This design comes from an exercise in tuning for small area on the open sky130 flow, not from production work. Only simulation tests tie the RTL to the original design; equivalence was not proved. No activity file was given, so power comes from the tool's default toggle rates.

$ cat design.v
package decodePkg;
    typedef logic [4:0]  regIdx_t;
    typedef logic [31:0] word_t;
    typedef enum logic [3:0] {
        aluNop = 4'd0,
        aluAdd = 4'd1,
        aluSub = 4'd2,
        aluAnd = 4'd3,
        aluOr  = 4'd4,
        aluSlt = 4'd5,
        aluSll = 4'd6,
        aluLui = 4'd7
    } aluOp_t;
    typedef enum logic [5:0] {
        opSpecial = 6'h00,
        opJ       = 6'h02,
        opJal     = 6'h03,
        opBeq     = 6'h04,
        opBne     = 6'h05,
        opAddiu   = 6'h09,
        opOri     = 6'h0d,
        opLui     = 6'h0f,
        opLw      = 6'h23,
        opSw      = 6'h2b
    } opcode_t;
    typedef enum logic [5:0] {
        fnSll     = 6'h00,
        fnJr      = 6'h08,
        fnSyscall = 6'h0c,
        fnAddu    = 6'h21,
        fnSubu    = 6'h23,
        fnAnd     = 6'h24,
        fnOr      = 6'h25,
        fnSlt     = 6'h2a
    } funct_t;
    typedef struct packed {
        word_t pc;
        word_t instr;
    } fetchEntry_t;
    typedef struct packed {
        logic   regDst;
        logic   link;
        logic   jump;
        logic   jumpReg;
        logic   branch;
        logic   branchNe;
        logic   signExt;
        logic   memRead;
        logic   memWrite;
        logic   regWrite;
        logic   sys;
        aluOp_t aluOp;
    } decodeCtrl_t;
    typedef struct packed {
        regIdx_t dest;
        word_t   data;
        logic    valid;
    } bypass_t;
    typedef struct packed {
        word_t   instr;
        word_t   pc;
        word_t   opA;
        word_t   opB;
        regIdx_t regA;
        regIdx_t regB;
        regIdx_t destReg;
        word_t   memWriteData;
        logic    regWrite;
        aluOp_t  aluOp;
        logic    memRead;
        logic    memWrite;
        logic    [4:0] shamt;
        logic    sys;
    } exePacket_t;
endpackage
`timescale 1ns/1ps
module instrQueue (
    input  logic        CLK,
    input  logic        RESET,
    input  logic        flush,
    input  logic [63:0] enqData,
    input  logic        enqValid,
    output logic        enqReady,
    output logic [63:0] deqData,
    output logic        deqValid,
    input  logic        deqReady
);
    logic [63:0] entries [0:7];
    logic [3:0]  rdPtr;
    logic [3:0]  wrPtr;
    logic        doEnq;
    logic        doDeq;
    assign enqReady = (wrPtr != {~rdPtr[3], rdPtr[2:0]});
    assign deqValid = (wrPtr != rdPtr);
    assign doEnq    = enqValid && enqReady;
    assign doDeq    = deqValid && deqReady;
    always_comb begin
        deqData = '0;
        for (int i = 0; i < 8; i++)
            deqData = deqData | ({64{rdPtr[2:0] == 3'(i)}} & entries[i]);
    end
    always_ff @(posedge CLK or negedge RESET) begin
        if (!RESET) begin
            rdPtr <= '0;
            wrPtr <= '0;
        end else if (flush) begin
            rdPtr <= '0;
            wrPtr <= '0;
        end else begin
            if (doEnq)
                wrPtr <= wrPtr + 1'b1;
            if (doDeq)
                rdPtr <= rdPtr + 1'b1;
        end
    end
    always_ff @(posedge CLK) begin
        for (int i = 0; i < 8; i++)
            if (doEnq && wrPtr[2:0] == 3'(i))
                entries[i] <= enqData;
    end
endmodule
`timescale 1ns/1ps
module instrDecoder (
    input  logic [31:0] instr,
    output logic        rType,
    output logic        jump,
    output logic        jumpReg,
    output logic        link,
    output logic        branch,
    output logic        branchNe,
    output logic        lui,
    output logic        signExt,
    output logic        memRead,
    output logic        memWrite,
    output logic        regWrite,
    output logic        sys,
    output logic [3:0]  aluOp
);
    logic [5:0] op;
    logic [5:0] fn;
    assign op = instr[31:26];
    assign fn = instr[5:0];
    always_comb begin
        rType    = 1'b0;
        jump     = 1'b0;
        jumpReg  = 1'b0;
        link     = 1'b0;
        branch   = 1'b0;
        branchNe = 1'b0;
        lui      = 1'b0;
        signExt  = 1'b0;
        memRead  = 1'b0;
        memWrite = 1'b0;
        regWrite = 1'b0;
        sys      = 1'b0;
        aluOp    = 4'd0;
        case (op)
            6'h00: begin
                case (fn)
                    6'h00: begin rType = 1'b1; regWrite = 1'b1; aluOp = 4'd6; end
                    6'h08: begin rType = 1'b1; jump = 1'b1; jumpReg = 1'b1; end
                    6'h0c: begin rType = 1'b1; sys = 1'b1; end
                    6'h21: begin rType = 1'b1; regWrite = 1'b1; aluOp = 4'd1; end
                    6'h23: begin rType = 1'b1; regWrite = 1'b1; aluOp = 4'd2; end
                    6'h24: begin rType = 1'b1; regWrite = 1'b1; aluOp = 4'd3; end
                    6'h25: begin rType = 1'b1; regWrite = 1'b1; aluOp = 4'd4; end
                    6'h2a: begin rType = 1'b1; regWrite = 1'b1; aluOp = 4'd5; end
                    default: ;
                endcase
            end
            6'h02: jump = 1'b1;
            6'h03: begin jump = 1'b1; link = 1'b1; regWrite = 1'b1; aluOp = 4'd1; end
            6'h04: begin branch = 1'b1; signExt = 1'b1; aluOp = 4'd2; end
            6'h05: begin branch = 1'b1; branchNe = 1'b1; signExt = 1'b1; aluOp = 4'd2; end
            6'h09: begin signExt = 1'b1; regWrite = 1'b1; aluOp = 4'd1; end
            6'h0d: begin regWrite = 1'b1; aluOp = 4'd4; end
            6'h0f: begin lui = 1'b1; regWrite = 1'b1; aluOp = 4'd7; end
            6'h23: begin signExt = 1'b1; memRead = 1'b1; regWrite = 1'b1; aluOp = 4'd1; end
            6'h2b: begin signExt = 1'b1; memWrite = 1'b1; aluOp = 4'd1; end
            default: ;
        endcase
    end
endmodule
`timescale 1ns/1ps
module regFile (
    input  logic        CLK,
    input  logic        RESET,
    input  logic [4:0]  wbDest,
    input  logic [31:0] wbData,
    input  logic        wbValid,
    output logic [31:0] written,
    output logic [31:0][31:0] regs
);
    assign regs[0]    = '0;
    assign written[0] = 1'b0;
    for (genvar i = 1; i < 32; i++) begin : g_reg
        logic        we;
        logic        wr;
        logic [31:0] data;
        assign we = wbValid && (wbDest == 5'(i));
        always_ff @(posedge CLK or negedge RESET) begin
            if (!RESET)
                wr <= 1'b0;
            else if (we)
                wr <= 1'b1;
        end
        always_ff @(posedge CLK) begin
            if (we)
                data <= wbData;
        end
        assign written[i] = wr;
        assign regs[i]    = data;
    end
endmodule
`timescale 1ns/1ps
module operandBypass (
    input  logic [4:0]  readReg,
    input  logic [31:0] written,
    input  logic [31:0][31:0] regs,
    input  logic [4:0]  exeDest,
    input  logic [31:0] exeData,
    input  logic        exeValid,
    input  logic [4:0]  memDest,
    input  logic [31:0] memData,
    input  logic        memValid,
    input  logic [4:0]  wbDest,
    input  logic [31:0] wbData,
    input  logic        wbValid,
    output logic [31:0] value
);
    logic nz, hitE, hitM, hitW, selE, selM, selW, selR;
    assign nz   = (readReg != 5'd0);
    assign hitE = exeValid && (exeDest == readReg);
    assign hitM = memValid && (memDest == readReg);
    assign hitW = wbValid && (wbDest == readReg);
    assign selE = nz && hitE;
    assign selM = nz && !hitE && hitM;
    assign selW = nz && !hitE && !hitM && hitW;
    assign selR = !hitE && !hitM && !hitW;
    always_comb begin
        value = ({32{selE}} & exeData) | ({32{selM}} & memData) | ({32{selW}} & wbData);
        for (int i = 1; i < 32; i++)
            value = value | ({32{selR && written[i] && readReg == 5'(i)}} & regs[i]);
    end
endmodule
`timescale 1ns/1ps
module branchUnit (
    input  logic [31:0] instr,
    input  logic [31:0] pc,
    input  logic [31:0] rsValue,
    input  logic [31:0] rtValue,
    input  logic        jump,
    input  logic        jumpReg,
    input  logic        branch,
    input  logic        branchNe,
    output logic [31:0] target,
    output logic        taken
);
    logic [29:0] pcPlus4;
    logic [29:0] branchTarget;
    logic        regsEqual;
    assign pcPlus4      = pc[31:2] + 30'd1;
    assign branchTarget = pc[31:2] + {{14{instr[15]}}, instr[15:0]} + 30'd1;
    assign regsEqual    = (rsValue == rtValue);
    always_comb begin
        if (jumpReg)
            target = rsValue;
        else if (jump)
            target = {pcPlus4[29:26], instr[25:0], 2'b00};
        else
            target = {branchTarget, pc[1:0]};
    end
    assign taken = jump || (branch && (branchNe ^ regsEqual));
endmodule
`timescale 1ns/1ps
module decodeStage (
    input  logic        CLK,
    input  logic        RESET,
    input  logic [31:0] fetchPc,
    input  logic [31:0] fetchInstr,
    input  logic        fetchValid,
    output logic        fetchReady,
    input  logic [4:0]  wbDest,
    input  logic [31:0] wbData,
    input  logic        wbValid,
    input  logic [4:0]  exeBypDest,
    input  logic [31:0] exeBypData,
    input  logic        exeBypValid,
    input  logic [4:0]  memBypDest,
    input  logic [31:0] memBypData,
    input  logic        memBypValid,
    output logic [31:0] exeInstr,
    output logic [31:0] exePc,
    output logic [31:0] exeOpA,
    output logic [31:0] exeOpB,
    output logic [4:0]  exeRegA,
    output logic [4:0]  exeRegB,
    output logic [4:0]  exeDestReg,
    output logic [31:0] exeMemWriteData,
    output logic        exeRegWrite,
    output logic [3:0]  exeAluOp,
    output logic        exeMemRead,
    output logic        exeMemWrite,
    output logic [4:0]  exeShamt,
    output logic        exeSys,
    output logic        exeValid,
    input  logic        exeReady,
    output logic [31:0] altPc,
    output logic        altPcValid,
    output logic        wantFreeze
);
    logic [63:0] head;
    logic        headValid;
    logic        accept;
    logic [4:0]  rs;
    logic [4:0]  rt;
    logic [31:0] rsVal;
    logic [31:0] rtVal;
    logic [31:0] written;
    logic [31:0][31:0] regs;
    logic [31:0] outVs;
    logic [31:0] outVt;
    logic        issued;
    logic rType, jump, jumpReg, link, branch, branchNe, lui, signExt;
    logic memRead, memWrite, regWrite, sys;
    logic [3:0] aluOp;
    logic [4:0] destReg;
    logic       taken;
    instrQueue queue (
        .CLK      (CLK),
        .RESET    (RESET),
        .flush    (altPcValid),
        .enqData  ({fetchPc, fetchInstr}),
        .enqValid (fetchValid),
        .enqReady (fetchReady),
        .deqData  (head),
        .deqValid (headValid),
        .deqReady (accept)
    );
    assign rs = head[25:21];
    assign rt = head[20:16];
    regFile regs_i (
        .CLK     (CLK),
        .RESET   (RESET),
        .wbDest  (wbDest),
        .wbData  (wbData),
        .wbValid (wbValid),
        .written (written),
        .regs    (regs)
    );
    operandBypass rsBypass (
        .readReg  (rs),
        .written  (written),
        .regs     (regs),
        .exeDest  (exeBypDest),
        .exeData  (exeBypData),
        .exeValid (exeBypValid),
        .memDest  (memBypDest),
        .memData  (memBypData),
        .memValid (memBypValid),
        .wbDest   (wbDest),
        .wbData   (wbData),
        .wbValid  (wbValid),
        .value    (rsVal)
    );
    operandBypass rtBypass (
        .readReg  (rt),
        .written  (written),
        .regs     (regs),
        .exeDest  (exeBypDest),
        .exeData  (exeBypData),
        .exeValid (exeBypValid),
        .memDest  (memBypDest),
        .memData  (memBypData),
        .memValid (memBypValid),
        .wbDest   (wbDest),
        .wbData   (wbData),
        .wbValid  (wbValid),
        .value    (rtVal)
    );
    assign accept = headValid && (!exeValid || exeReady) && !altPcValid;
    always_ff @(posedge CLK or negedge RESET) begin
        if (!RESET) begin
            exeValid <= 1'b0;
            issued   <= 1'b0;
        end else begin
            issued <= accept;
            if (accept)
                exeValid <= 1'b1;
            else if (exeReady)
                exeValid <= 1'b0;
        end
    end
    always_ff @(posedge CLK) begin
        if (accept) begin
            exeInstr <= head[31:0];
            exePc    <= head[63:32];
            outVs    <= rsVal;
            outVt    <= rtVal;
        end
    end
    instrDecoder decoder (
        .instr    (exeInstr),
        .rType    (rType),
        .jump     (jump),
        .jumpReg  (jumpReg),
        .link     (link),
        .branch   (branch),
        .branchNe (branchNe),
        .lui      (lui),
        .signExt  (signExt),
        .memRead  (memRead),
        .memWrite (memWrite),
        .regWrite (regWrite),
        .sys      (sys),
        .aluOp    (aluOp)
    );
    assign destReg = rType ? exeInstr[15:11] : (link ? 5'd31 : exeInstr[20:16]);
    assign exeOpA = link ? 32'd0 : outVs;
    always_comb begin
        if (link)
            exeOpB = {exePc[31:3] + 29'd1, exePc[2:0]};
        else if (rType || branch)
            exeOpB = outVt;
        else if (lui)
            exeOpB = {exeInstr[15:0], 16'h0000};
        else if (signExt)
            exeOpB = {{16{exeInstr[15]}}, exeInstr[15:0]};
        else
            exeOpB = {16'h0000, exeInstr[15:0]};
    end
    assign exeRegA         = link ? 5'd0 : exeInstr[25:21];
    assign exeRegB         = (rType || branch) ? exeInstr[20:16] : 5'd0;
    assign exeDestReg      = destReg;
    assign exeMemWriteData = outVt;
    assign exeRegWrite     = regWrite && (destReg != 5'd0);
    assign exeAluOp        = aluOp;
    assign exeMemRead      = memRead;
    assign exeMemWrite     = memWrite;
    assign exeShamt        = exeInstr[10:6];
    assign exeSys          = sys;
    branchUnit branch_i (
        .instr    (exeInstr),
        .pc       (exePc),
        .rsValue  (outVs),
        .rtValue  (outVt),
        .jump     (jump),
        .jumpReg  (jumpReg),
        .branch   (branch),
        .branchNe (branchNe),
        .target   (altPc),
        .taken    (taken)
    );
    assign altPcValid = issued && taken;
    assign wantFreeze = exeValid && sys;
endmodule
$ cat run.sh
#!/bin/bash
# synth_recipe.tcl (not shown) runs the flow's synth.tcl, then flattens the netlist and writes it again
# the make line also repeats each setting of config.mk as NAME=value (left out here)
make -C /OpenROAD-flow-scripts/flow DESIGN_CONFIG=/design/flow/config.mk WORK_HOME=/design/flow/orfs CLKGATE_MAP_FILE= SYNTH_SCRIPT=/design/flow/synth_recipe.tcl finish
$ cat config.mk
export PLATFORM = sky130hd
export DESIGN_NAME = decodeStage
export DESIGN_NICKNAME = decodeStage
export VERILOG_FILES = /design/flow/design.v
export SDC_FILE = /design/flow/constraint.sdc
export NUM_CORES = 4
export LEC_CHECK = 0
export CAP_MARGIN = 20
export CORE_MARGIN = 2
export CORE_UTILIZATION = 25
export PLACE_DENSITY = 0.35
export SLEW_MARGIN = 20
$ cat constraint.sdc
create_clock -name core_clock -period 10.0 [get_ports {CLK}]
set_input_delay 2.0000 -clock core_clock [delete_from_list [all_inputs] [get_ports {CLK}]]
set_output_delay 2.0000 -clock core_clock [all_outputs]
set_load 0.01 [all_outputs]
==> impl_metrics.json <==
{
  "outcome": "no timing/DRC/antenna violations",
  "clockBufferDepth": 4,
  "syn_area_mm2": 0.0713,
  "wl_um": 426000,
  "r2r_cells": 15,
  "yosysSeqAreaShare": 0.701,
  "period_needed_ps": 7710,
  "cts_setup_buffers": 0,
  "drive_gt1_frac": 0.133,
  "fmax_ghz": 0.130,
  "dp.cells": 8778,
  "cts_resized": 0,
  "hold_buffers": 0,
  "drt_iter0_markers": 10544,
  "num_vias": 56929,
  "p_sw_frac": 0.420,
  "worstPathMaxFanout": 6,
  "final_common_cell": "edfxtp_1",
  "fp.dieArea_mm2": 0.290,
  "dp_hpwl_um": 257000,
  "power_density_mw_per_mm2": 330,
  "seq_power_share": 0.344,
  "ant_nets": 0,
  "hp-class": "flop to flop",
  "grt_antenna_before_repair": 47,
  "numCtsBuffers": 198,
  "syn_nets": 4939,
  "internal_power_uw": 16800,
  "portBuffers": 404,
  "layout_common_cells": "edfxtp_1, a22oi_1, clkdlybuf4s50_1",
  "cap_violations": 0,
  "tritoncts": "built",
  "io_pins": 406,
  "cts_root_buffer": "clkbuf_16",
  "finalHoldViolations": 0,
  "worst_slew_pin_slew_ps": 1260,
  "htreeDepth": 4,
  "clkPwrFrac": 0.253,
  "grt_pass1_vias": 54132,
  "final_cell_count_no_fill": 9157,
  "async_reset_ff_frac": 0.0245,
  "grt_max_degree": 65,
  "viasPerCell": 6.22,
  "netlist_instances": 4714,
  "switching_power_uw": 12200,
  "gp_congestion": 0.888,
  "cp.required_ps": 8000,
  "avgRoutedWirePerCell_um": 46.6,
  "die_w_um": 538,
  "finalCritPeriodShare": 0.771,
  "grt_pass1_wl_um": 546000,
  "whs_path_depth": 1,
  "hold-worst-slack_ps": 499,
  "drt_first_pass_iters": 10,
  "synth_cell_types": 79,
  "syn_to_final_growth_pct": 23.3,
  "grt_usage": 0.284,
  "setup_tns_ps": 0,
  "fin_worst_skew_ps": 127,
  "finalMaxSlewViolations": 0,
  "ys_warn_count": 7,
  "start_util": 0.251,
  "setup_viol": 0,
  "cp-end-kind": "output port",
  "synth_ff_type": "edfxtp_1",
  "cts.sinks": 1673,
  "startpoint_type": "flop",
  "ir_drop_uv": 184,
  "slew_headroom": 0.158,
  "die_y_um": 538,
  "clk_latency_ps": 960,
  "rsz0062_at_grt": "false",
  "fin_nets": 5442,
  "rows": 196,
  "core_area_mm2": 0.284,
  "worstPathArrival_ps": 5710,
  "clkTransAtPathRegs_ps": 60,
  "avgSynthCellArea_um2": 15.1,
  "p_leak_uw": 0.0278,
  "grt_overflow": 0,
  "drc": 0,
  "synth_edf_count": 1632,
  "pwr-share-comb": 0.403,
  "synth-seq-cells": 1673,
  "crit_type": "flop to output port"
}
-- path summary, 6_finish.rpt --
path / from / endpoint / slack [ps]
worst min register to register: regs_i.g_reg[13].wr$_DFFE_PN0P_ / regs_i.g_reg[13].wr$_DFFE_PN0P_ / 500
worst max-delay path: exePc[2]$_DFFE_PP_ / altPc[30] / 2290
max in group asynchronous: RESET / regs_i.g_reg[11].wr$_DFFE_PN0P_ / 8220
worst max register to register: queue.rdPtr[1]$_DFFE_PN0P_ / outVs[20]$_DFFE_PP_ / 2700
worst min-delay path: regs_i.g_reg[13].wr$_DFFE_PN0P_ / regs_i.g_reg[13].wr$_DFFE_PN0P_ / 500
min in group asynchronous: RESET / queue.wrPtr[1]$_DFFE_PN0P_ / 1200
-- cell usage after synthesis (35+ instances only) --
cell / n / area [µm²]
nand3_1: 93 / 465
a222oi_1: 162 / 1620
edfxtp_1: 1632 / 49000
a221o_1: 42 / 420
a22oi_1: 431 / 3240
o21ai_0: 55 / 275
dfrtp_1: 41 / 1030
clkbuf_1: 233 / 875
a22o_1: 331 / 2900
a21oi_1: 77 / 385
xor2_1: 66 / 578
buf_2: 73 / 365
nor2_1: 108 / 405
nor3_1: 35 / 175
xnor2_1: 46 / 403
and2_1: 57 / 357
nand4_1: 199 / 1240
a221oi_1: 288 / 2520
nand2_1: 159 / 597
and4_1: 35 / 307
nor4_1: 50 / 313
ha_1: 42 / 526
and3_1: 47 / 294
-- cell type report --
class,count,area [µm²]
multi-input combinational,2657,20600
clock inverter,124,1320
clock buffer,234,5090
antenna,20,50.0
sequential,1673,50000
tap,3762,4710
fill,28154,197000
timing repair buffer,651,5950
inverter,36,138
-- per-stage QoR --
step	area, µm²	setup WS [ps]	utilization	power [µW]
floorplan	71300	1530	-	14500
global placement	81400	2870	0.286	21500
detailed placement	81500	2890	0.286	21500
CTS	87900	2050	0.309	28800
global route	87900	1880	0.309	29600
finish	87900	2290	0.309	29000
-- worst max-delay path, cell delays in order (launching register included) --
cell and delay, ps:
edfxtp_1 530, inv_1 140, ha_1 180, inv_1 60, fa_1 420, a211o_1 290
a21oi_1 180, o21ai_0 160, a21oi_1 300, o21ai_1 310, a2111oi_0 530, a211oi_1 130
o31ai_1 300, xor2_1 110, o21ai_0 460, clkdlybuf4s50_1 680
-- sequential cells by signal (all words and copies together) (netlist names) --
signal	count
outVt	32
queue.rdPtr	4
exeInstr	32
regs_i.g.wr	31
issued	1
queue.entries	512
exeValid	1
exePc	32
regs_i.g.data	992
queue.wrPtr	4
outVs	32
-- logic make-up (layout without fill, tap and decap cells) --
kind of cell / Yosys count / in the layout / synth area share
DFF: 1673 / 1673 / 0.701
buffers and inverters: 384 / 1045 / 0.0221
other: 1 / 21 / 0.0000526
muxes: 35 / 35 / 0.00496
adders and majority gates: 43 / 43 / 0.00765
and+or+nand+nor: 946 / 946 / 0.0753
xor gates and xnor gates: 112 / 112 / 0.0138
AOI/OAI and AO/OA: 1520 / 1520 / 0.175
-- per-layer routing --
metal	share of wire	track usage
met1	0.41	0.390
met4	0.062	0.150
met2	0.42	0.413
met3	0.10	0.0689
met5	0.00036	0
-- power by group through the flow --
stage                     logic (µW)  registers (µW)  clock network, µW
final                          11700            9980               7330
after detailed placement       11400           10100                  0
after global placement         11400           10100                  0
after floorplan                 5090            9420                  0
after global routing           11900            9970               7670
after CTS                      11400            9960               7430

[separate check: timing with driven ports]
No port has a modelled driver above. Below, the same layout with a new extraction and two added sets of constraints.
Step 1: set_driving_cell puts a clkbuf_16 on CLK and a buf_2 on each other input, an assumption about the parent block.
Step 2 adds t to the input delays and takes it off the output delays; t is the mean of the earliest and latest rising clock arrival at the registers after step 1. Input paths then give back, and output paths get back, about the clock's delay inside the block.
Slacks: no drivers / after step 1 / after step 2; pairs: no drivers / after step 1.
t, ns: 0.989
setup WS [ns]: 2.290 / 2.195 / 2.685
clock arrival spread, ns: 0.127 / 0.127
After both steps setup and hold are still met in this run. For this run, drivers alone change the setup slack by -0.095 ns; drivers and shift together by +0.395 ns.
